Source: an optimization exercise on an open RTL-to-GDS flow (aim: a short achievable clock period and few clock cycles). Production flows keep margins and buffers that such runs may drop. Function was checked by simulation only, so behaviour that the tests miss may differ from the original. Power is estimated from default activity; no workload was simulated.

File: design.v
`timescale 1ns/10ps
package rv_isa_pkg;
    typedef enum logic [6:0] {
        OPC_LOAD   = 7'b0000011,
        OPC_STORE  = 7'b0100011,
        OPC_OP_IMM = 7'b0010011,
        OPC_OP     = 7'b0110011,
        OPC_BRANCH = 7'b1100011,
        OPC_JAL    = 7'b1101111
    } rv_opcode_e;
    typedef enum logic [3:0] {
        ALU_ADD = 4'd0,
        ALU_SUB = 4'd1,
        ALU_SLL = 4'd2,
        ALU_SLT = 4'd3,
        ALU_XOR = 4'd4,
        ALU_SRL = 4'd5,
        ALU_SRA = 4'd6,
        ALU_OR  = 4'd7,
        ALU_AND = 4'd8
    } alu_op_e;
    localparam logic [2:0] F3_ADD  = 3'b000;
    localparam logic [2:0] F3_SLL  = 3'b001;
    localparam logic [2:0] F3_SLT  = 3'b010;
    localparam logic [2:0] F3_SLTU = 3'b011;    
    localparam logic [2:0] F3_XOR  = 3'b100;
    localparam logic [2:0] F3_SR   = 3'b101;    
    localparam logic [2:0] F3_OR   = 3'b110;
    localparam logic [2:0] F3_AND  = 3'b111;
    localparam logic [2:0] F3_BEQ  = 3'b000;
    localparam logic [2:0] F3_BNE  = 3'b001;
    localparam logic [2:0] F3_LD   = 3'b011;
    localparam logic [2:0] F3_SD   = 3'b011;
endpackage
`timescale 1ns/10ps
package rv_pipe_pkg;
    localparam logic [32-1:0] PC_STEP = 4;
    localparam int SEL_ADD = 0;
    localparam int SEL_SUB = 1;
    localparam int SEL_SLL = 2;
    localparam int SEL_SLT = 3;
    localparam int SEL_XOR = 4;
    localparam int SEL_SRL = 5;
    localparam int SEL_SRA = 6;      
    localparam int SEL_OR  = 7;
    localparam int SEL_AND = 8;
    localparam int SEL_LD  = 9;
    localparam int SEL_JAL = 10;
    localparam int NSEL    = 11;
endpackage
`timescale 1ns/10ps
module rv_regfile (
    input  logic                 clk,
    input  logic                 rst,
    input  logic [5-1:0] rs1_i,
    input  logic [5-1:0] rs2_i,
    input  logic                 wen_i,      
    input  logic [5-1:0] rd_i,
    input  logic [64-1:0]  wdata_i,
    output logic [64-1:0]  rdata1_o,
    output logic [64-1:0]  rdata2_o
);
    logic [64-1:0] regs [32];
    assign regs[0] = '0;
    for (genvar i = 1; i < 32; i++) begin : g_reg
        always_ff @(posedge clk or posedge rst) begin
            if (rst) begin
                regs[i] <= '0;
            end else if (wen_i && rd_i == i) begin
                regs[i] <= wdata_i;
            end
        end
    end
    assign rdata1_o = regs[rs1_i];
    assign rdata2_o = regs[rs2_i];
endmodule
`timescale 1ns/10ps
module rv_fetch_decode
(
    input  logic [32-1:0]         instr_i,
    output logic                        reg_write_o,     
    output logic                        load_o,
    output logic                        store_o,
    output logic                        branch_o,
    output logic                        bne_o,
    output logic                        jal_o,
    output logic                        addi_o,          
    output logic                        use_imm_o,       
    output logic [rv_pipe_pkg::NSEL-1:0] sel_o,          
    output logic [64-1:0]         imm_o,           
    output logic [32-1:0]         jump_off_o       
);
    localparam int XLEN = 64;
    logic [6:0]      opcode;
    logic [2:0]      funct3;
    logic            alt;
    logic [XLEN-1:0] i_imm;
    logic [XLEN-1:0] s_imm;
    logic [31:0]     b_imm;
    logic [31:0]     j_imm;
    logic [rv_pipe_pkg::NSEL-1:0] alu_sel;
    assign opcode = instr_i[6:0];
    assign funct3 = instr_i[14:12];
    assign alt    = instr_i[30];
    assign i_imm = {{(XLEN-12){instr_i[31]}}, instr_i[31:20]};
    assign s_imm = {{(XLEN-12){instr_i[31]}}, instr_i[31:25], instr_i[11:7]};
    assign b_imm = {{20{instr_i[31]}}, instr_i[7], instr_i[30:25], instr_i[11:8], 1'b0};
    assign j_imm = {{12{instr_i[31]}}, instr_i[19:12], instr_i[20], instr_i[30:21], 1'b0};
    always_comb begin
        alu_sel = '0;
        case (funct3)
            3'b000: alu_sel[(alt && opcode[5]) ? rv_pipe_pkg::SEL_SUB : rv_pipe_pkg::SEL_ADD] = 1'b1;
            3'b001: alu_sel[rv_pipe_pkg::SEL_SLL] = 1'b1;
            3'b010: alu_sel[rv_pipe_pkg::SEL_SLT] = 1'b1;
            3'b100: alu_sel[rv_pipe_pkg::SEL_XOR] = 1'b1;
            3'b101: begin
                alu_sel[rv_pipe_pkg::SEL_SRL] = 1'b1;
                alu_sel[rv_pipe_pkg::SEL_SRA] = alt;
            end
            3'b110: alu_sel[rv_pipe_pkg::SEL_OR]  = 1'b1;
            3'b111: alu_sel[rv_pipe_pkg::SEL_AND] = 1'b1;
            default: alu_sel = '0;
        endcase
    end
    always_comb begin
        reg_write_o = 1'b0;
        load_o      = 1'b0;
        store_o     = 1'b0;
        branch_o    = 1'b0;
        bne_o       = funct3[0];
        jal_o       = 1'b0;
        addi_o      = 1'b0;
        use_imm_o   = 1'b1;
        sel_o       = '0;
        imm_o       = i_imm;
        jump_off_o  = b_imm;
        case (opcode)
            rv_isa_pkg::OPC_LOAD: if (funct3 == rv_isa_pkg::F3_LD) begin
                reg_write_o = 1'b1;
                load_o      = 1'b1;
                sel_o[rv_pipe_pkg::SEL_LD] = 1'b1;
            end
            rv_isa_pkg::OPC_STORE: if (funct3 == rv_isa_pkg::F3_SD) begin
                store_o = 1'b1;
                imm_o   = s_imm;
            end
            rv_isa_pkg::OPC_OP_IMM: if (funct3 != rv_isa_pkg::F3_SLTU) begin
                reg_write_o = 1'b1;
                sel_o       = alu_sel;
                addi_o      = (funct3 == rv_isa_pkg::F3_ADD);
            end
            rv_isa_pkg::OPC_OP: if (funct3 != rv_isa_pkg::F3_SLTU) begin
                reg_write_o = 1'b1;
                use_imm_o   = 1'b0;
                sel_o       = alu_sel;
            end
            rv_isa_pkg::OPC_BRANCH: if (funct3[2:1] == 2'b00) begin
                branch_o  = 1'b1;
                use_imm_o = 1'b0;
            end
            rv_isa_pkg::OPC_JAL: begin
                reg_write_o = 1'b1;
                jal_o       = 1'b1;
                jump_off_o  = j_imm;
                sel_o[rv_pipe_pkg::SEL_JAL] = 1'b1;
            end
            default: ;
        endcase
        if (instr_i[11:7] == '0) begin                   
            reg_write_o = 1'b0;
            addi_o      = 1'b0;
        end
    end
endmodule
`timescale 1ns/10ps
module rv_add #(
    parameter int W = 64,
    parameter int L = 6          
) (
    input  logic [W-1:0] a_i,
    input  logic [W-1:0] b_i,
    input  logic         cin_i,
    output logic [W-1:0] sum_o
);
    logic [W-1:0] p0;
    logic [W-1:0] g [L+1];
    logic [W-1:0] p [L+1];
    assign p0 = a_i ^ b_i;
    always_comb begin
        g[0] = a_i & b_i;
        p[0] = p0;
        g[0][0] = g[0][0] | (p0[0] & cin_i);
        for (int l = 1; l <= L; l++) begin
            for (int i = 0; i < W; i++) begin
                if (i >= (1 << (l - 1))) begin
                    g[l][i] = g[l-1][i] | (p[l-1][i] & g[l-1][i - (1 << (l - 1))]);
                    p[l][i] = p[l-1][i] & p[l-1][i - (1 << (l - 1))];
                end else begin
                    g[l][i] = g[l-1][i];
                    p[l][i] = p[l-1][i];
                end
            end
        end
    end
    assign sum_o = p0 ^ {g[L][W-2:0], cin_i};
endmodule
module rv_execute
(
    input  logic [64-1:0]          a_i,
    input  logic [64-1:0]          b_i,
    input  logic [5:0]                   shl_i,      
    input  logic [5:0]                   shr_i,      
    input  logic [rv_pipe_pkg::NSEL-1:0] sel_i,
    input  logic [64-1:0]          load_data_i,
    input  logic [32-1:0]          link_i,
    output logic [64-1:0]          result_o
);
    localparam int XLEN = 64;
    logic [XLEN-1:0] sum;
    logic [XLEN-1:0] diff;
    logic [XLEN-1:0] sll;
    logic [XLEN-1:0] sr;
    logic            fill;
    logic            lt;
    rv_add #(.W(XLEN)) i_add (.a_i(a_i), .b_i(b_i),  .cin_i(1'b0), .sum_o(sum));
    rv_add #(.W(XLEN)) i_sub (.a_i(a_i), .b_i(~b_i), .cin_i(1'b1), .sum_o(diff));
    assign fill = sel_i[rv_pipe_pkg::SEL_SRA] & a_i[XLEN-1];
    assign sll  = a_i << shl_i;
    assign sr   = XLEN'($signed({fill, a_i}) >>> shr_i);
    assign lt   = (a_i[XLEN-1] != b_i[XLEN-1]) ? a_i[XLEN-1] : diff[XLEN-1];
    always_comb begin
        result_o = ({XLEN{sel_i[rv_pipe_pkg::SEL_ADD]}} & sum)
                 | ({XLEN{sel_i[rv_pipe_pkg::SEL_SUB]}} & diff)
                 | ({XLEN{sel_i[rv_pipe_pkg::SEL_SLL]}} & sll)
                 | ({XLEN{sel_i[rv_pipe_pkg::SEL_SLT]}} & XLEN'(lt))
                 | ({XLEN{sel_i[rv_pipe_pkg::SEL_XOR]}} & (a_i ^ b_i))
                 | ({XLEN{sel_i[rv_pipe_pkg::SEL_SRL]}} & sr)
                 | ({XLEN{sel_i[rv_pipe_pkg::SEL_OR]}}  & (a_i | b_i))
                 | ({XLEN{sel_i[rv_pipe_pkg::SEL_AND]}} & (a_i & b_i))
                 | ({XLEN{sel_i[rv_pipe_pkg::SEL_LD]}}  & load_data_i)
                 | ({XLEN{sel_i[rv_pipe_pkg::SEL_JAL]}} & XLEN'(link_i));
    end
endmodule
`timescale 1ns/10ps
module rv_mem_wb
(
    input  logic [32-1:0] base_i,
    input  logic [32-1:0] offset_i,
    output logic [32-1:0] addr_o
);
    rv_add #(.W(32), .L(5)) i_add (.a_i(base_i), .b_i(offset_i), .cin_i(1'b0), .sum_o(addr_o));
endmodule
`timescale 1ns/10ps
module rv_core
(
    input  logic                clk,
    input  logic                rst,
    output logic [32-1:0] imem_addr_o,
    input  logic [32-1:0] imem_rdata_i,
    output logic                dmem_wen_o,
    output logic [32-1:0] dmem_addr_o,
    output logic [64-1:0] dmem_wdata_o,
    input  logic [64-1:0] dmem_rdata_i
);
    localparam int XLEN = 64;
    localparam int PCW  = 32;
    localparam int NSEL = rv_pipe_pkg::NSEL;
    logic [PCW-1:0]       pc_f;
    logic                 ex_rw;
    logic [5-1:0] ex_rd;
    logic                 ex_st;
    logic                 ex_br;
    logic                 ex_bne;
    logic                 ex_pred;      
    logic                 ex_addi;      
    logic [NSEL-1:0]      ex_sel;
    logic [XLEN-1:0]      ex_a;         
    logic [XLEN-1:0]      ex_b;         
    logic [PCW-1:0]       ex_addr;      
    logic [XLEN-1:0]      ex_sd;        
    logic [5:0]           ex_shl;       
    logic [5:0]           ex_shr;
    logic                 wb_en;
    logic [5-1:0] wb_rd;
    logic [XLEN-1:0]      wb_data;
    logic [PCW-1:0]       ex_seq;       
    logic [PCW-1:0]       ex_alt;       
    logic                 d_rw;
    logic                 d_ld;
    logic                 d_st;
    logic                 d_br;
    logic                 d_bne;
    logic                 d_jal;
    logic                 d_addi;
    logic                 zchk;         
    logic                 sum_zero;     
    logic                 d_use_imm;
    logic [NSEL-1:0]      d_sel;
    logic [XLEN-1:0]      d_imm;
    logic [PCW-1:0]       d_off;
    logic [5-1:0] rs1;
    logic [5-1:0] rs2;
    logic [5-1:0] rd;
    logic [XLEN-1:0]      rf1;
    logic [XLEN-1:0]      rf2;
    logic                 fwd1;
    logic                 fwd2;
    logic                 wfwd1;
    logic                 wfwd2;
    logic [XLEN-1:0]      rv1;          
    logic [XLEN-1:0]      rv2;
    logic [XLEN-1:0]      b_d;
    logic                 d_pred;
    logic [PCW-1:0]       d_seq;
    logic [PCW-1:0]       d_tgt;
    logic                 d_mem;
    logic                 hold;         
    logic [PCW-1:0]       d_addr;
    logic                 equal;
    logic                 wrong;        
    logic [XLEN-1:0]      result;
    assign rs1 = imem_rdata_i[19:15];
    assign rs2 = imem_rdata_i[24:20];
    assign rd  = imem_rdata_i[11:7];
    assign imem_addr_o = pc_f;
    rv_fetch_decode i_decode (
        .instr_i     (imem_rdata_i),
        .reg_write_o (d_rw),
        .load_o      (d_ld),
        .store_o     (d_st),
        .branch_o    (d_br),
        .bne_o       (d_bne),
        .jal_o       (d_jal),
        .addi_o      (d_addi),
        .use_imm_o   (d_use_imm),
        .sel_o       (d_sel),
        .imm_o       (d_imm),
        .jump_off_o  (d_off)
    );
    assign sum_zero = ((ex_a ^ ex_b) == {ex_a[XLEN-2:0] | ex_b[XLEN-2:0], 1'b0});
    assign zchk     = ex_addi && (((rs1 == ex_rd) && (rs2 == '0)) || ((rs2 == ex_rd) && (rs1 == '0)));
    assign d_pred = d_jal || (d_br && ((zchk ? sum_zero : (rs1 == rs2)) ^ d_bne));
    assign d_seq  = pc_f + rv_pipe_pkg::PC_STEP;
    rv_add #(.W(PCW), .L(5)) i_tgt (.a_i(pc_f), .b_i(d_off), .cin_i(1'b0), .sum_o(d_tgt));
    rv_regfile i_regfile (
        .clk      (clk),
        .rst      (rst),
        .rs1_i    (rs1),
        .rs2_i    (rs2),
        .wen_i    (wb_en),
        .rd_i     (wb_rd),
        .wdata_i  (wb_data),
        .rdata1_o (rf1),
        .rdata2_o (rf2)
    );
    assign equal = (ex_a == ex_b);
    assign wrong = ex_br && ((equal ^ ex_bne) != ex_pred);
    rv_execute i_execute (
        .a_i         (ex_a),
        .b_i         (ex_b),
        .shl_i       (ex_shl),
        .shr_i       (ex_shr),
        .sel_i       (ex_sel),
        .load_data_i (dmem_rdata_i),
        .link_i      (ex_seq),
        .result_o    (result)
    );
    assign dmem_wen_o   = ex_st;
    assign dmem_addr_o  = ex_addr;
    assign dmem_wdata_o = ex_sd;
    rv_mem_wb i_agu (
        .base_i   (rv1[PCW-1:0]),
        .offset_i (d_imm[PCW-1:0]),
        .addr_o   (d_addr)
    );
    assign fwd1 = ex_rw && (ex_rd == rs1);
    assign fwd2 = ex_rw && (ex_rd == rs2);
    assign wfwd1 = wb_en && (wb_rd == rs1);
    assign wfwd2 = wb_en && (wb_rd == rs2);
    assign rv1 = wfwd1 ? wb_data : rf1;
    assign rv2 = wfwd2 ? wb_data : rf2;
    assign b_d = (fwd2 && !d_use_imm) ? result : (d_use_imm ? d_imm : rv2);
    assign d_mem = d_ld || d_st;
    assign hold  = d_mem && fwd1;
    always_ff @(posedge clk or posedge rst) begin
        if (rst) begin
            pc_f   <= 32'h0000_0000;
            ex_rw  <= 1'b0;
            ex_rd  <= '0;
            ex_st  <= 1'b0;
            ex_br  <= 1'b0;
            ex_bne <= 1'b0;
            ex_pred <= 1'b0;
            ex_addi <= 1'b0;
            ex_sel <= '0;
            ex_a   <= '0;
            ex_b   <= '0;
            ex_addr <= '0;
            ex_sd  <= '0;
            ex_shl <= '0;
            ex_shr <= '0;
            wb_en  <= 1'b0;
            wb_rd  <= '0;
            wb_data <= '0;
            ex_seq <= '0;
            ex_alt <= '0;
        end else begin
            pc_f   <= wrong ? ex_alt : hold ? pc_f : (d_pred ? d_tgt : d_seq);
            ex_rw  <= d_rw && !wrong && !hold;
            ex_st  <= d_st && !wrong && !hold;
            ex_br  <= d_br && !wrong;
            ex_sel <= (wrong || hold) ? '0 : d_sel;
            ex_rd  <= rd;
            ex_bne <= d_bne;
            ex_pred <= d_pred;
            ex_addi <= d_addi && !wrong && !hold;
            ex_a   <= fwd1 ? result : rv1;
            ex_b   <= b_d;
            ex_addr <= d_addr;
            ex_sd  <= fwd2 ? result : rv2;
            ex_shl <= d_sel[rv_pipe_pkg::SEL_SLL] ? b_d[5:0] : '0;
            ex_shr <= d_sel[rv_pipe_pkg::SEL_SRL] ? b_d[5:0] : '0;
            wb_en  <= ex_rw;
            wb_rd  <= ex_rd;
            wb_data <= result;
            ex_seq <= d_seq;
            ex_alt <= d_pred ? d_seq : d_tgt;
        end
    end
endmodule
File: constraint.sdc
create_clock -name core_clock -period 8.5 [get_ports {clk}]
set_input_delay 1.7000 -clock core_clock [delete_from_list [all_inputs] [get_ports {clk}]]
set_output_delay 1.7000 -clock core_clock [all_outputs]
set_load 0.01 [all_outputs]
File: config.mk
export PLATFORM = sky130hd
export DESIGN_NAME = rv_core
export DESIGN_NICKNAME = rv_core
export VERILOG_FILES = /design/flow/design.v
export SDC_FILE = /design/flow/constraint.sdc
export NUM_CORES = 4
export LEC_CHECK = 0
export ABC_CLOCK_PERIOD_IN_PS = 3500
export CAP_MARGIN = 20
export CELL_PAD_IN_SITES_DETAIL_PLACEMENT = 1
export CORE_MARGIN = 2
export CORE_UTILIZATION = 33
export GPL_ROUTABILITY_DRIVEN = 1
export GPL_TIMING_DRIVEN = 1
export PLACE_DENSITY = 0.5
export SETUP_SLACK_MARGIN = 4.3
export SLEW_MARGIN = 20
export TNS_END_PERCENT = 30
File: run.sh
#!/bin/bash
# synth_recipe.tcl (not shown) runs the flow's synth.tcl, then flattens the netlist and writes it again
# the make line also repeats each setting of config.mk as NAME=value (left out here)
make -C /OpenROAD-flow-scripts/flow DESIGN_CONFIG=/design/flow/config.mk WORK_HOME=/design/flow/orfs CLKGATE_MAP_FILE= SYNTH_SCRIPT=/design/flow/synth_recipe.tcl finish
==> results of run 1 <==
[critical path: stages]
cell and delay (ps):
buf_2 110, buf_12 150, or2_4 300, buf_6 150, nor2_4 210, buf_12 250, buf_6 290, a22o_1 160
a221oi_1 40, nand4_1 210, nor3_4 90, buf_4 140, o21ai_0 350, ha_1 350, o21a_1 230, nor2_4 130
nand3b_1 200, a31oi_4 50, a311o_1 400, a41oi_2 290, a21oi_2 110, a311oi_2 360, a21oi_2 110, xor2_1 150
[layer usage]
metal	routed length, microns	part of all wire [%]	track usage (%)
met3	100200	12	13.35
met1	318400	37	48.95
met5	326	0.038	0.1156
met4	85330	9.9	31.88
met2	362000	42	59.05
[final cells by class]
cell class	count	area (sq um)	area share, %
Tap cell	5428	6792	4.170
Multi-Input combinational cell	8471	72800	44.70
Clock buffer	398	8267	5.076
Clock inverter	112	1348	0.8274
Inverter	297	1149	0.7053
Sequential cell	2407	60340	37.05
Timing Repair Buffer	1198	11990	7.364
Antenna cell	68	170.2	0.1045
[registers in the layout, summed over array words and instances, names as in the netlist]
register,cells
ex_bne,1
i_regfile.regs,1984
ex_shr,6
ex_shl,6
ex_alt,32
ex_addr,32
ex_sel,11
ex_br,1
pc_f,32
wb_rd,5
ex_addi,1
ex_sd,64
wb_data,64
ex_seq,31
ex_rd,5
wb_en,1
ex_st,1
ex_pred,1
ex_a,64
ex_b,64
ex_rw,1
[power by group]
| group | total (W) | internal [W] | switching (W) |
|---|---|---|---|
| sequential | 0.0122 | 0.0117 | 0.000513 |
| combinational | 0.00275 | 0.000955 | 0.00179 |
| clock | 0.0130 | 0.00751 | 0.00552 |
| total | 0.0280 | 0.0202 | 0.00783 |
[worst max-delay path by stage]
stage                startpoint          end  slack, ps  depth (start not counted)
2_1_floorplan               rst      ex_a[0]     -26660                          1
3_3_place_gp   imem_rdata_i[17]  ex_addr[30]       -180                         26
3_5_place_dp   imem_rdata_i[17]  ex_addr[30]         30                         26
4_1_cts                ex_b[10]    ex_shr[0]       2780                         26
5_1_grt        imem_rdata_i[19]  ex_addr[30]       2600                         24
6_report       imem_rdata_i[19]  ex_addr[30]       2670                         24
[through the flow]
stage	setup TNS (ps)	power, W	worst slack [ps]	hold WS, ps	cells
after global placement	-386.9	0.01476	-179.2	397.5	17490
after floorplan	-	0.01349	-26660	374.8	12310
final	0	0.02800	2668	409.2	18380
after CTS	0	0.02794	2777	414.7	18250
after detailed placement	0	0.01482	29.87	398.9	17490
after global routing	0	0.02862	2603	434.4	18350
[cell families after synthesis]
| group | Yosys count | share of synthesized area, % |
|---|---|---|
| AOI/OAI and AO/OA | 3520 | 19.67 |
| DFF | 2407 | 44.72 |
| muxes | 2268 | 19.90 |
| and+or+nand+nor | 2174 | 7.560 |
| buffers and inverters | 1437 | 4.102 |
| adders and majority gates | 258 | 2.425 |
| xor gates and xnor gates | 250 | 1.626 |
[timing repair]
action,CTS,global route
gates resized for setup,756,176
pin swaps,206,86
cloned,8,1
setup buffers,239,51
setup endpoints to repair,373,336
[cells in the mapped netlist (13+ instances only)]
library cell	count
o31ai_1	37
a211o_1	14
nand2b_1	29
a31oi_1	39
dfrtp_1	2407
a21oi_1	423
or3_1	20
mux4_2	129
clkbuf_1	883
o21ai_1	20
o21bai_1	44
a22o_1	541
nand3_1	373
nand4_1	157
xnor2_1	206
a211oi_1	29
o21a_1	34
o221ai_1	24
buf_2	64
xor2_1	44
o2111ai_1	31
ha_1	253
and2_1	29
nor4_1	75
a221o_1	16
a21o_1	89
o21ai_0	442
nor3_1	128
mux2_2	1984
nand2_1	756
a222oi_1	146
and3_1	35
or4_1	40
mux2i_1	154
or2_2	15
buf_4	13
buf_1	179
o211ai_1	66
nor2_1	440
o22ai_1	17
inv_1	283
a221oi_1	621
a22oi_1	754
nor2b_1	31
a2bb2oi_1	22
==> summary.txt, run 1 <==
Final layout
  – NumNets Final: about 13000
  – Commonest non-fill, non-tap cell in the layout: dfrtp_1
  – Layout cells sized above 1: 32.87%
  – Filler cell count: 43360
  – Post-route cell area: roughly 0.16 sq mm
  – Final design utilization: 40.08%
  – Most frequent cells in the layout: 2345 x dfrtp_1, 1980 x mux2_2, 748 x a22oi_1
  – Syn-to-layout area delta: 20.93%

STA
  – Unrepaired setup endpoints after global routing: true
  – Final number of max-transition violations: 0
  – Worst Clk Skew: 58.42 ps
  – Final Cycle Share: 68.61%
  – Final Setup Violations: 0
  – Least-Margin Pin Slew: 1339 ps
  – Slew Limit Headroom: 10.71%
  – Fmax: 0.1715 GHz
  – Minimum clock period: 5832 ps
  – Final Hold Fails: 0

Placed design
  – Port Buf Inserts: 226
  – Placed inst area: 0.1462 sq mm
  – Final GP Congestion: 1.030
  – Post-DP HPWL: 559.9 mm

Clocking
  – Reg clk slew, reported paths: 60 ps
  – H-tree levels: 5
  – Skew-Pair Late Insertion Delay: a little under 1000 ps
  – Count of clock tree sinks: 2407
  – CTS Buf Count: about 290
  – CTS tree: yes
  – Clock tree root buffer cell: clkbuf_16
  – Hold bufs inserted after CTS: 0
  – Max Root-Sink Buffers: 4

Synth
  – Synth Instances: 12310
  – Dominant cells by area after synthesis: dfrtp_1 45%, mux2_2 17%, a22oi_1 4.2%
  – Async SR Flop Fraction: between 90% and 100%
  – Post-synth EDFFs: 0
  – Yosys warnings: 11
  – Area leader, netlist: dfrtp_1
  – Unique cell type count in the Yosys netlist: 110
  – Syn_area_per_cell: between 10 and 15 sq um
  – Cell Area, Synth: about 0.13 sq mm
  – Primary FF master, synth: dfrtp_1
  – Sequential area share after synthesis: 44.72%
  – Top-area cell type share of the netlist area: 44.72%
  – Yosys reg bits: roughly 2400

Status
  – Outcome: timing/DRC/antenna clean

Die
  – Core area: 0.4064 sq mm
  – Cell Rows: 234
  – Die H: 642.8 microns
  – I/O pins: 227
  – Initial Util: 33.14%
  – DIE AREA: 0.4132 sq mm
  – Die Wd: 642.8 microns

Global routing
  – Initial antenna violation count: 90
  – GRT Util Overall: 40.46%
  – GRT overflow: 0
  – Global-route wire length before repair: between 1000 and 1500 mm
  – Largest net degree at the start of global routing: 166
  – Vias in the first global route: between 100k and 150k

Pwr
  – Power per Cell Area: 171.9 mW/mm^2
  – Pleak: between 70 and 80 nW
  – VDD IR max: 0.1487 mV

Critical path
  – Worst Reg-to-Reg Cells: 23
  – Crit. End Element: flip-flop
  – Max FO, Critical Path: 14
  – Worst setup SP type: input pin
  – Crit path required time: 9330 ps
  – Kind of critical path: input pin to flip-flop
  – Flop-to-flop setup slack: 2730 ps
  – Crit path arrival time: approximately 6700 ps
  – Worst r2r src: ex_a[44]
  – FF-to-FF End: ex_shr[0]

Detailed routing
  – WL/cell: 47.13 microns
  – # DRC: 0
  – 1st-iter DRT viols: 19280
  – Via count: 129100
  – Vias per cell: 7.022
  – WL final: 866.2 mm
  – Antenna Nets Post-Route: 0
  – First drt pass iteration count: 10

Worst hold path
  – Hold Path Class: flip-flop to flip-flop
  – WHS Endpoint: ex_alt[0]
  – Hold path depth: 0
  – Min-delay src: pc_f[0]

Run
  – Max cap viols: 0
Testbench counts, summed over its fixed seeds: cycles 30,764.
==> run 2: changes to the inputs <==
--- a/design.v
+++ b/design.v
@@ -174,21 +174,37 @@
 endmodule
 `timescale 1ns/10ps
-module rv_add #(
-    parameter int W = 64,
-    parameter int L = 6          
+module rv_add_xor #(
+    parameter int W = 64
+) (
+    input  logic [W-1:0] a_i,
+    input  logic [W-1:0] b_i,
+    output logic [W-1:0] p_o
+);
+    assign p_o = a_i ^ b_i;
+endmodule
+module rv_add_and #(
+    parameter int W = 64
 ) (
     input  logic [W-1:0] a_i,
     input  logic [W-1:0] b_i,
+    output logic [W-1:0] g_o
+);
+    assign g_o = a_i & b_i;
+endmodule
+module rv_add_tree #(
+    parameter int W = 64,
+    parameter int L = 6          
+) (
+    input  logic [W-1:0] p_i,
+    input  logic [W-1:0] g_i,
     input  logic         cin_i,
     output logic [W-1:0] sum_o
 );
-    logic [W-1:0] p0;
     logic [W-1:0] g [L+1];
     logic [W-1:0] p [L+1];
-    assign p0 = a_i ^ b_i;
     always_comb begin
-        g[0] = a_i & b_i;
-        p[0] = p0;
-        g[0][0] = g[0][0] | (p0[0] & cin_i);
+        g[0] = g_i;
+        p[0] = p_i;
+        g[0][0] = g_i[0] | (p_i[0] & cin_i);
         for (int l = 1; l <= L; l++) begin
             for (int i = 0; i < W; i++) begin
@@ -203,5 +219,20 @@
         end
     end
-    assign sum_o = p0 ^ {g[L][W-2:0], cin_i};
+    assign sum_o = p_i ^ {g[L][W-2:0], cin_i};
+endmodule
+module rv_add #(
+    parameter int W = 64,
+    parameter int L = 6          
+) (
+    input  logic [W-1:0] a_i,
+    input  logic [W-1:0] b_i,
+    input  logic         cin_i,
+    output logic [W-1:0] sum_o
+);
+    logic [W-1:0] p;
+    logic [W-1:0] g;
+    rv_add_xor #(.W(W)) i_p (.a_i(a_i), .b_i(b_i), .p_o(p));
+    rv_add_and #(.W(W)) i_g (.a_i(a_i), .b_i(b_i), .g_o(g));
+    rv_add_tree #(.W(W), .L(L)) i_tree (.p_i(p), .g_i(g), .cin_i(cin_i), .sum_o(sum_o));
 endmodule
 module rv_execute
@@ -214,40 +245,65 @@
     input  logic [64-1:0]          load_data_i,
     input  logic [32-1:0]          link_i,
-    output logic [64-1:0]          result_o
+    output logic [64-1:0]          sum_o,
+    output logic [64-1:0]          diff_o,
+    output logic [64-1:0]          sll_o,
+    output logic [64-1:0]          sr_o,
+    output logic                         lt_o,
+    output logic [64-1:0]          early_o     
 );
     localparam int XLEN = 64;
-    logic [XLEN-1:0] sum;
-    logic [XLEN-1:0] diff;
-    logic [XLEN-1:0] sll;
-    logic [XLEN-1:0] sr;
-    logic            fill;
-    logic            lt;
-    rv_add #(.W(XLEN)) i_add (.a_i(a_i), .b_i(b_i),  .cin_i(1'b0), .sum_o(sum));
-    rv_add #(.W(XLEN)) i_sub (.a_i(a_i), .b_i(~b_i), .cin_i(1'b1), .sum_o(diff));
-    assign fill = sel_i[rv_pipe_pkg::SEL_SRA] & a_i[XLEN-1];
-    assign sll  = a_i << shl_i;
-    assign sr   = XLEN'($signed({fill, a_i}) >>> shr_i);
-    assign lt   = (a_i[XLEN-1] != b_i[XLEN-1]) ? a_i[XLEN-1] : diff[XLEN-1];
+    logic fill;
+    rv_add #(.W(XLEN)) i_add (.a_i(a_i), .b_i(b_i),  .cin_i(1'b0), .sum_o(sum_o));
+    rv_add #(.W(XLEN)) i_sub (.a_i(a_i), .b_i(~b_i), .cin_i(1'b1), .sum_o(diff_o));
+    assign fill  = sel_i[rv_pipe_pkg::SEL_SRA] & a_i[XLEN-1];
+    assign sll_o = a_i << shl_i;
+    assign sr_o  = XLEN'($signed({fill, a_i}) >>> shr_i);
+    assign lt_o  = (a_i[XLEN-1] != b_i[XLEN-1]) ? a_i[XLEN-1] : diff_o[XLEN-1];
     always_comb begin
-        result_o = ({XLEN{sel_i[rv_pipe_pkg::SEL_ADD]}} & sum)
-                 | ({XLEN{sel_i[rv_pipe_pkg::SEL_SUB]}} & diff)
-                 | ({XLEN{sel_i[rv_pipe_pkg::SEL_SLL]}} & sll)
-                 | ({XLEN{sel_i[rv_pipe_pkg::SEL_SLT]}} & XLEN'(lt))
-                 | ({XLEN{sel_i[rv_pipe_pkg::SEL_XOR]}} & (a_i ^ b_i))
-                 | ({XLEN{sel_i[rv_pipe_pkg::SEL_SRL]}} & sr)
-                 | ({XLEN{sel_i[rv_pipe_pkg::SEL_OR]}}  & (a_i | b_i))
-                 | ({XLEN{sel_i[rv_pipe_pkg::SEL_AND]}} & (a_i & b_i))
-                 | ({XLEN{sel_i[rv_pipe_pkg::SEL_LD]}}  & load_data_i)
-                 | ({XLEN{sel_i[rv_pipe_pkg::SEL_JAL]}} & XLEN'(link_i));
+        early_o = ({XLEN{sel_i[rv_pipe_pkg::SEL_XOR]}} & (a_i ^ b_i))
+                | ({XLEN{sel_i[rv_pipe_pkg::SEL_OR]}}  & (a_i | b_i))
+                | ({XLEN{sel_i[rv_pipe_pkg::SEL_AND]}} & (a_i & b_i))
+                | ({XLEN{sel_i[rv_pipe_pkg::SEL_LD]}}  & load_data_i)
+                | ({XLEN{sel_i[rv_pipe_pkg::SEL_JAL]}} & XLEN'(link_i));
     end
 endmodule
+module rv_pick #(
+    parameter int W = 64
+) (
+    input  logic [W-1:0] sum_i,
+    input  logic [W-1:0] diff_i,
+    input  logic [W-1:0] sll_i,
+    input  logic [W-1:0] sr_i,
+    input  logic         lt_i,
+    input  logic [W-1:0] early_i,
+    input  logic [W-1:0] other_i,
+    input  logic         s_add_i,
+    input  logic         s_sub_i,
+    input  logic         s_sll_i,
+    input  logic         s_sr_i,
+    input  logic         s_slt_i,
+    input  logic         s_early_i,
+    input  logic         s_other_i,
+    output logic [W-1:0] y_o
+);
+    assign y_o = ({W{s_add_i}} & sum_i) | ({W{s_sub_i}} & diff_i)
+               | ({W{s_sll_i}} & sll_i) | ({W{s_sr_i}} & sr_i)
+               | W'(s_slt_i & lt_i)
+               | ({W{s_early_i}} & early_i) | ({W{s_other_i}} & other_i);
+endmodule
 `timescale 1ns/10ps
 module rv_mem_wb
 (
-    input  logic [32-1:0] base_i,
+    input  logic [32-1:0] rf_base_i,
+    input  logic [32-1:0] wb_base_i,
+    input  logic                use_wb_i,
     input  logic [32-1:0] offset_i,
     output logic [32-1:0] addr_o
 );
-    rv_add #(.W(32), .L(5)) i_add (.a_i(base_i), .b_i(offset_i), .cin_i(1'b0), .sum_o(addr_o));
+    logic [32-1:0] rf_addr;
+    logic [32-1:0] wb_addr;
+    assign rf_addr = rf_base_i + offset_i;
+    assign wb_addr = wb_base_i + offset_i;
+    assign addr_o  = use_wb_i ? wb_addr : rf_addr;
 endmodule
 `timescale 1ns/10ps
@@ -320,4 +376,17 @@
     logic                 wrong;        
     logic [XLEN-1:0]      result;
+    logic [XLEN-1:0]      x_sum;        
+    logic [XLEN-1:0]      x_diff;
+    logic [XLEN-1:0]      x_sll;
+    logic [XLEN-1:0]      x_sr;
+    logic                 x_lt;
+    logic [XLEN-1:0]      x_early;
+    logic                 fb;           
+    logic [XLEN-1:0]      b_other;      
+    logic                 fs;           
+    logic [XLEN-1:0]      a_d;
+    logic [XLEN-1:0]      sd_d;
+    logic [5:0]           shl_d;
+    logic [5:0]           shr_d;
     assign rs1 = imem_rdata_i[19:15];
     assign rs2 = imem_rdata_i[24:20];
@@ -364,5 +433,64 @@
         .load_data_i (dmem_rdata_i),
         .link_i      (ex_seq),
-        .result_o    (result)
+        .sum_o       (x_sum),
+        .diff_o      (x_diff),
+        .sll_o       (x_sll),
+        .sr_o        (x_sr),
+        .lt_o        (x_lt),
+        .early_o     (x_early)
+    );
+    rv_pick #(.W(XLEN)) i_result (
+        .sum_i (x_sum), .diff_i (x_diff), .sll_i (x_sll), .sr_i (x_sr), .lt_i (x_lt),
+        .early_i (x_early), .other_i ('0),
+        .s_add_i (ex_sel[rv_pipe_pkg::SEL_ADD]), .s_sub_i (ex_sel[rv_pipe_pkg::SEL_SUB]),
+        .s_sll_i (ex_sel[rv_pipe_pkg::SEL_SLL]), .s_sr_i (ex_sel[rv_pipe_pkg::SEL_SRL]),
+        .s_slt_i (ex_sel[rv_pipe_pkg::SEL_SLT]), .s_early_i (1'b1), .s_other_i (1'b0),
+        .y_o (result)
+    );
+    rv_pick #(.W(XLEN)) i_fwd_a (
+        .sum_i (x_sum), .diff_i (x_diff), .sll_i (x_sll), .sr_i (x_sr), .lt_i (x_lt),
+        .early_i (x_early), .other_i (rv1),
+        .s_add_i (fwd1 & ex_sel[rv_pipe_pkg::SEL_ADD]), .s_sub_i (fwd1 & ex_sel[rv_pipe_pkg::SEL_SUB]),
+        .s_sll_i (fwd1 & ex_sel[rv_pipe_pkg::SEL_SLL]), .s_sr_i (fwd1 & ex_sel[rv_pipe_pkg::SEL_SRL]),
+        .s_slt_i (fwd1 & ex_sel[rv_pipe_pkg::SEL_SLT]), .s_early_i (fwd1), .s_other_i (!fwd1),
+        .y_o (a_d)
+    );
+    rv_pick #(.W(XLEN)) i_fwd_b (
+        .sum_i (x_sum), .diff_i (x_diff), .sll_i (x_sll), .sr_i (x_sr), .lt_i (x_lt),
+        .early_i (x_early), .other_i (b_other),
+        .s_add_i (fb & ex_sel[rv_pipe_pkg::SEL_ADD]), .s_sub_i (fb & ex_sel[rv_pipe_pkg::SEL_SUB]),
+        .s_sll_i (fb & ex_sel[rv_pipe_pkg::SEL_SLL]), .s_sr_i (fb & ex_sel[rv_pipe_pkg::SEL_SRL]),
+        .s_slt_i (fb & ex_sel[rv_pipe_pkg::SEL_SLT]), .s_early_i (fb), .s_other_i (!fb),
+        .y_o (b_d)
+    );
+    rv_pick #(.W(XLEN)) i_fwd_sd (
+        .sum_i (x_sum), .diff_i (x_diff), .sll_i (x_sll), .sr_i (x_sr), .lt_i (x_lt),
+        .early_i (x_early), .other_i (rv2),
+        .s_add_i (fwd2 & ex_sel[rv_pipe_pkg::SEL_ADD]), .s_sub_i (fwd2 & ex_sel[rv_pipe_pkg::SEL_SUB]),
+        .s_sll_i (fwd2 & ex_sel[rv_pipe_pkg::SEL_SLL]), .s_sr_i (fwd2 & ex_sel[rv_pipe_pkg::SEL_SRL]),
+        .s_slt_i (fwd2 & ex_sel[rv_pipe_pkg::SEL_SLT]), .s_early_i (fwd2), .s_other_i (!fwd2),
+        .y_o (sd_d)
+    );
+    rv_pick #(.W(6)) i_fwd_shl (
+        .sum_i (x_sum[5:0]), .diff_i (x_diff[5:0]), .sll_i (x_sll[5:0]), .sr_i (x_sr[5:0]), .lt_i (x_lt),
+        .early_i (x_early[5:0]), .other_i (b_other[5:0] & {6{d_sel[rv_pipe_pkg::SEL_SLL]}}),
+        .s_add_i (fs & d_sel[rv_pipe_pkg::SEL_SLL] & ex_sel[rv_pipe_pkg::SEL_ADD]),
+        .s_sub_i (fs & d_sel[rv_pipe_pkg::SEL_SLL] & ex_sel[rv_pipe_pkg::SEL_SUB]),
+        .s_sll_i (fs & d_sel[rv_pipe_pkg::SEL_SLL] & ex_sel[rv_pipe_pkg::SEL_SLL]),
+        .s_sr_i  (fs & d_sel[rv_pipe_pkg::SEL_SLL] & ex_sel[rv_pipe_pkg::SEL_SRL]),
+        .s_slt_i (fs & d_sel[rv_pipe_pkg::SEL_SLL] & ex_sel[rv_pipe_pkg::SEL_SLT]),
+        .s_early_i (fs & d_sel[rv_pipe_pkg::SEL_SLL]), .s_other_i (!fs),
+        .y_o (shl_d)
+    );
+    rv_pick #(.W(6)) i_fwd_shr (
+        .sum_i (x_sum[5:0]), .diff_i (x_diff[5:0]), .sll_i (x_sll[5:0]), .sr_i (x_sr[5:0]), .lt_i (x_lt),
+        .early_i (x_early[5:0]), .other_i (b_other[5:0] & {6{d_sel[rv_pipe_pkg::SEL_SRL]}}),
+        .s_add_i (fs & d_sel[rv_pipe_pkg::SEL_SRL] & ex_sel[rv_pipe_pkg::SEL_ADD]),
+        .s_sub_i (fs & d_sel[rv_pipe_pkg::SEL_SRL] & ex_sel[rv_pipe_pkg::SEL_SUB]),
+        .s_sll_i (fs & d_sel[rv_pipe_pkg::SEL_SRL] & ex_sel[rv_pipe_pkg::SEL_SLL]),
+        .s_sr_i  (fs & d_sel[rv_pipe_pkg::SEL_SRL] & ex_sel[rv_pipe_pkg::SEL_SRL]),
+        .s_slt_i (fs & d_sel[rv_pipe_pkg::SEL_SRL] & ex_sel[rv_pipe_pkg::SEL_SLT]),
+        .s_early_i (fs & d_sel[rv_pipe_pkg::SEL_SRL]), .s_other_i (!fs),
+        .y_o (shr_d)
     );
     assign dmem_wen_o   = ex_st;
@@ -370,6 +498,8 @@
     assign dmem_wdata_o = ex_sd;
     rv_mem_wb i_agu (
-        .base_i   (rv1[PCW-1:0]),
-        .offset_i (d_imm[PCW-1:0]),
+        .rf_base_i (rf1[PCW-1:0]),
+        .wb_base_i (wb_data[PCW-1:0]),
+        .use_wb_i  (wfwd1),
+        .offset_i  (d_imm[PCW-1:0]),
         .addr_o   (d_addr)
     );
@@ -380,5 +510,7 @@
     assign rv1 = wfwd1 ? wb_data : rf1;
     assign rv2 = wfwd2 ? wb_data : rf2;
-    assign b_d = (fwd2 && !d_use_imm) ? result : (d_use_imm ? d_imm : rv2);
+    assign fb      = fwd2 && !d_use_imm;
+    assign fs      = fb;
+    assign b_other = d_use_imm ? d_imm : rv2;
     assign d_mem = d_ld || d_st;
     assign hold  = d_mem && fwd1;
@@ -415,10 +547,10 @@
             ex_pred <= d_pred;
             ex_addi <= d_addi && !wrong && !hold;
-            ex_a   <= fwd1 ? result : rv1;
+            ex_a   <= a_d;
             ex_b   <= b_d;
             ex_addr <= d_addr;
-            ex_sd  <= fwd2 ? result : rv2;
-            ex_shl <= d_sel[rv_pipe_pkg::SEL_SLL] ? b_d[5:0] : '0;
-            ex_shr <= d_sel[rv_pipe_pkg::SEL_SRL] ? b_d[5:0] : '0;
+            ex_sd  <= sd_d;
+            ex_shl <= shl_d;
+            ex_shr <= shr_d;
             wb_en  <= ex_rw;
             wb_rd  <= ex_rd;
--- a/config.mk
+++ b/config.mk
@@ -6,5 +6,4 @@
 export NUM_CORES = 4
 export LEC_CHECK = 0
-export ABC_CLOCK_PERIOD_IN_PS = 3500
 export CAP_MARGIN = 20
 export CELL_PAD_IN_SITES_DETAIL_PLACEMENT = 1
@@ -16,3 +15,4 @@
 export SETUP_SLACK_MARGIN = 4.3
 export SLEW_MARGIN = 20
-export TNS_END_PERCENT = 30
+export SYNTH_HIERARCHICAL = 1
+export TNS_END_PERCENT = 100
==> summary.txt, run 2 <==
Pwr
  – Power per Cell Area: 160.6 mW/mm^2 (-6.6%)
  – Combinational share of power: 13.1% (+3.3 points)
  – Pint: 0.02085 W (+3.4%)
  – Switching Share: 29.76% (+1.8 points)
  – Part of the power in registers: 41.4% (-2.3 points)
  – Pleak: 85.41 nW (+17%)
  – Power share of the clock group: 45.4% (-1.1 points)
  – Sw Pwr: 0.008834 W (+13%)
  – VDD IR max: 0.1651 mV (+11%)

Die
  – Die H: 679.2 microns (+5.7%)
  – Die Wd: 679.2 microns (+5.7%)
  – Cell Rows: 247 (+5.6%)
  – DIE AREA: 0.4613 sq mm (+12%)
  – I/O pins: 227 (unchanged)
  – Core area: 0.4534 sq mm (+12%)
  – Initial Util: 33.18% (+0.044 points)

STA
  – Final Cycle Share: 59.22% (-9.4 points)
  – Minimum clock period: 5034 ps (-797.5 ps)
  – Fmax: 0.1986 GHz (+16%)
  – Worst Clk Skew: 67.55 ps (+9.133 ps)
  – Least-Margin Pin Slew: 1379 ps (+39.80 ps)
  – Final Hold Fails: 0 (unchanged)
  – Slew Limit Headroom: 8.060% (-2.7 points)
  – Setup TNS: 0 ps (unchanged)
  – Unrepaired setup endpoints after global routing: true
  – Final number of max-transition violations: 0 (unchanged)
  – Final Setup Violations: 0 (unchanged)

Clocking
  – CTS tree: yes
  – CTS Buf Count: 287 (unchanged)
  – Reg clk slew, reported paths: 60 ps (about the same)
  – Max Root-Sink Buffers: 4 (unchanged)
  – Count of clock tree sinks: 2408 (+0.042%)
  – H-tree levels: 5 (unchanged)
  – Skew-Pair Late Insertion Delay: 1010 ps (+30 ps)
  – Clock tree root buffer cell: clkbuf_16

Critical path
  – Crit. End Element: flip-flop
  – Max FO, Critical Path: 30 (+16)
  – Kind of critical path: input pin to flip-flop
  – Crit path arrival time: 5900 ps (-760 ps)
  – Worst setup SP type: input pin
  – Crit path required time: 9370 ps (+40 ps)

Global routing
  – Met1 Track Usage GR: 51.84% (+2.9 points)
  – Vias in the first global route: 142800 (+11%)
  – M2 GR Usage: 52.91% (-6.1 points)
  – Largest net degree at the start of global routing: 160 (-3.6%)
  – Most Crowded Layer GR: met2
  – GR Util met3: 18.03% (+4.7 points)
  – GRT overflow: 0 (unchanged)
  – Initial antenna violation count: 142 (+58%)
  – GRT Util Overall: 40.22% (-0.24 points)
  – Global-route wire length before repair: 1286 mm (+11%)

Detailed routing
  – WL/cell: 46.93 microns (-0.43%)
  – First drt pass iteration count: 13 (+3)
  – Antenna Nets Post-Route: 2 (+2)
  – Via count: 154000 (+19%)
  – Vias per cell: 7.369 (+4.9%)
  – WL final: 980.5 mm (+13%)
  – 1st-iter DRT viols: 28890 (+50%)
  – # DRC: 0 (unchanged)

Final layout
  – NumNets Final: 14830 (+14%)
  – Top reg by flops: i_regfile.regs
  – Max reg flops: 1984 (unchanged)
  – Filler cell count: 48280 (+11%)
  – Layout Cells excl Fill: 20890 (+14%)
  – Syn-to-layout area delta: 22.84%
  – Commonest non-fill, non-tap cell in the layout: dfrtp_1
  – Most frequent cells in the layout: 2343 x dfrtp_1, 2241 x mux2_2, 1934 x a22oi_1
  – Layout cells sized above 1: 35.56% (+2.7 points)

Synth
  – Synth Instances: 14160 (+15%)
  – Yosys warnings: 17 (+6)
  – Syn_area_per_cell: 10.62 sq um (-2.9%)
  – Cell Area, Synth: 0.1504 sq mm (+12%)

Run
  – Max cap viols: 0 (unchanged)

Placed design
  – Placed insts: 19510 (+12%)
  – Final GP Congestion: 1.009 (-2.1%)
  – Port Buf Inserts: 226 (unchanged)
  – Post-DP HPWL: 586.1 mm (+4.7%)

Status
  – Outcome: complete, but fails checks
  – Layout check failures: antenna violations

Worst hold path
  – Hold Path Class: flip-flop to flip-flop
-- run 2: cell count changes in the layout (fill, tap and decap cells not counted), sizes merged, moves of 247 or more --
cell / before / now
and3: 36 / 851
mux2: 1985 / 2326
o21ai: 464 / 217
and2: 29 / 285
a22oi: 754 / 2068
nand2: 757 / 421
a22o: 541 / 14
nand3: 373 / 685
a2111oi: 9 / 266
a221oi: 623 / 31
-- run 2: layout make-up --
class                      instances  area (sq um)  share of cell area [%]
multi-input combinational      10110         90120                   48.76
sequential                      2408         60360                   32.66
timing repair buffer            1364         15240                   8.248
clock buffer                     400          8295                   4.489
tap                             5976          7477                   4.046
clock inverter                   110          1583                  0.8564
inverter                         324          1232                  0.6669
antenna                          200         500.5                  0.2708
-- run 2: layer usage --
layer | part of all wire (%) | wire length (microns) | up-vias
li1 | - | - | 55270
met1 | 38 | 369900 | 79410
met2 | 38 | 372700 | 14890
met3 | 15 | 147500 | 4319
met4 | 9.0 | 88430 | 74
met5 | 0.20 | 1941 | -
-- run 2: timing repair --
| action | CTS | global route |
|---|---|---|
| endpoints found under the hold margin | 0 | 0 |
| gates resized for setup | 1199 | 689 |
| setup endpoints to repair | 356 | 282 |
| pin swaps | 271 | 341 |
| gates cloned | 88 | 18 |
| hold buffers | 0 | 0 |
| buffers inserted | 363 | 196 |
-- run 2: power groups by stage --
stage | sequential, W | clock [W] | combinational, W
global route | 0.0123 | 0.0139 | 0.00396
floorplan | 0.0123 | 0 | 0.00171
detailed placement | 0.0125 | 0 | 0.00300
CTS | 0.0123 | 0.0135 | 0.00348
global placement | 0.0125 | 0 | 0.00296
finish | 0.0123 | 0.0135 | 0.00389
-- run 2: stage by stage --
step | cell area (sq um) | total power (W) | hold WS, ps | worst slack [ps] | util (%)
final | 184800 | 0.02968 | 389.5 | 3466 | 40.76
after global routing | 184400 | 0.03019 | 400.9 | 3400 | 40.67
after CTS | 178900 | 0.02923 | 395.6 | 3576 | 39.47
after detailed placement | 158800 | 0.01545 | 373.5 | 1009 | 35.02
after global placement | 158700 | 0.01542 | 374.8 | 1062 | 35.01
after floorplan | 150700 | 0.01402 | 353.7 | -20740 | -
-- run 2: critical path, stage by stage --
cell and delay (ps):
bufbuf_16 260, bufbuf_16 270, buf_4 150, nor3_2 70, buf_6 230, a22oi_1 260
nand3_1 90, or4_4 620, mux2_4 330, ha_4 290, and3_4 180, and3_4 180
a211oi_4 50, buf_6 150, a2111oi_4 480, or2_1 210, buf_4 120, xor2_1 140
-- run 2: path summary, 6_finish.rpt --
path / startpoint / endpoint / slack, ps / cells past startpoint
max in group asynchronous: rst / i_regfile.regs[16][5] / 5060 / 4
hold reg to reg: ex_rw / wb_en / 390 / 0
hold / removal: ex_rw / wb_en / 390 / 0
setup / recovery: imem_rdata_i[17] / ex_addr[23] / 3470 / 18
setup reg to reg: ex_a[0] / ex_shl[0] / 3480 / 19
min in group asynchronous: rst / ex_sd[54] / 1280 / 2
Testbench counts of run 2, summed over its fixed seeds: cycles 30,764.

[separate check: timing with driven ports]
In the flow no input, the clock included, has a driving cell. The finished layouts below were timed again as built, in two steps.
Step 1, drivers: a clkbuf_16 drives clk and a buf_2 each remaining input, both assumed.
Step 2 adds t to the input delays and takes it off the output delays; t is the mean of the earliest and latest rising clock arrival at the registers after step 1. Input paths then give back, and output paths get back, about the clock's delay inside the block.
Three values: no drivers, after step 1, after step 2; two values: the first two.
run	shift t [ns]	setup WS [ns]	worst setup path at the end	slew at the worst register clock pin (ns)	cell pins on the clock port's net
run 1	1.066	2.668 / 2.732 / 1.666	input to register	0.07 / 0.07	1
run 2	1.123	3.466 / 3.274 / 2.151	input to register	0.07 / 0.07	1
The setup slack of run 2, which loses most, moves by -0.192 ns with the drivers and by -1.315 ns with both steps.
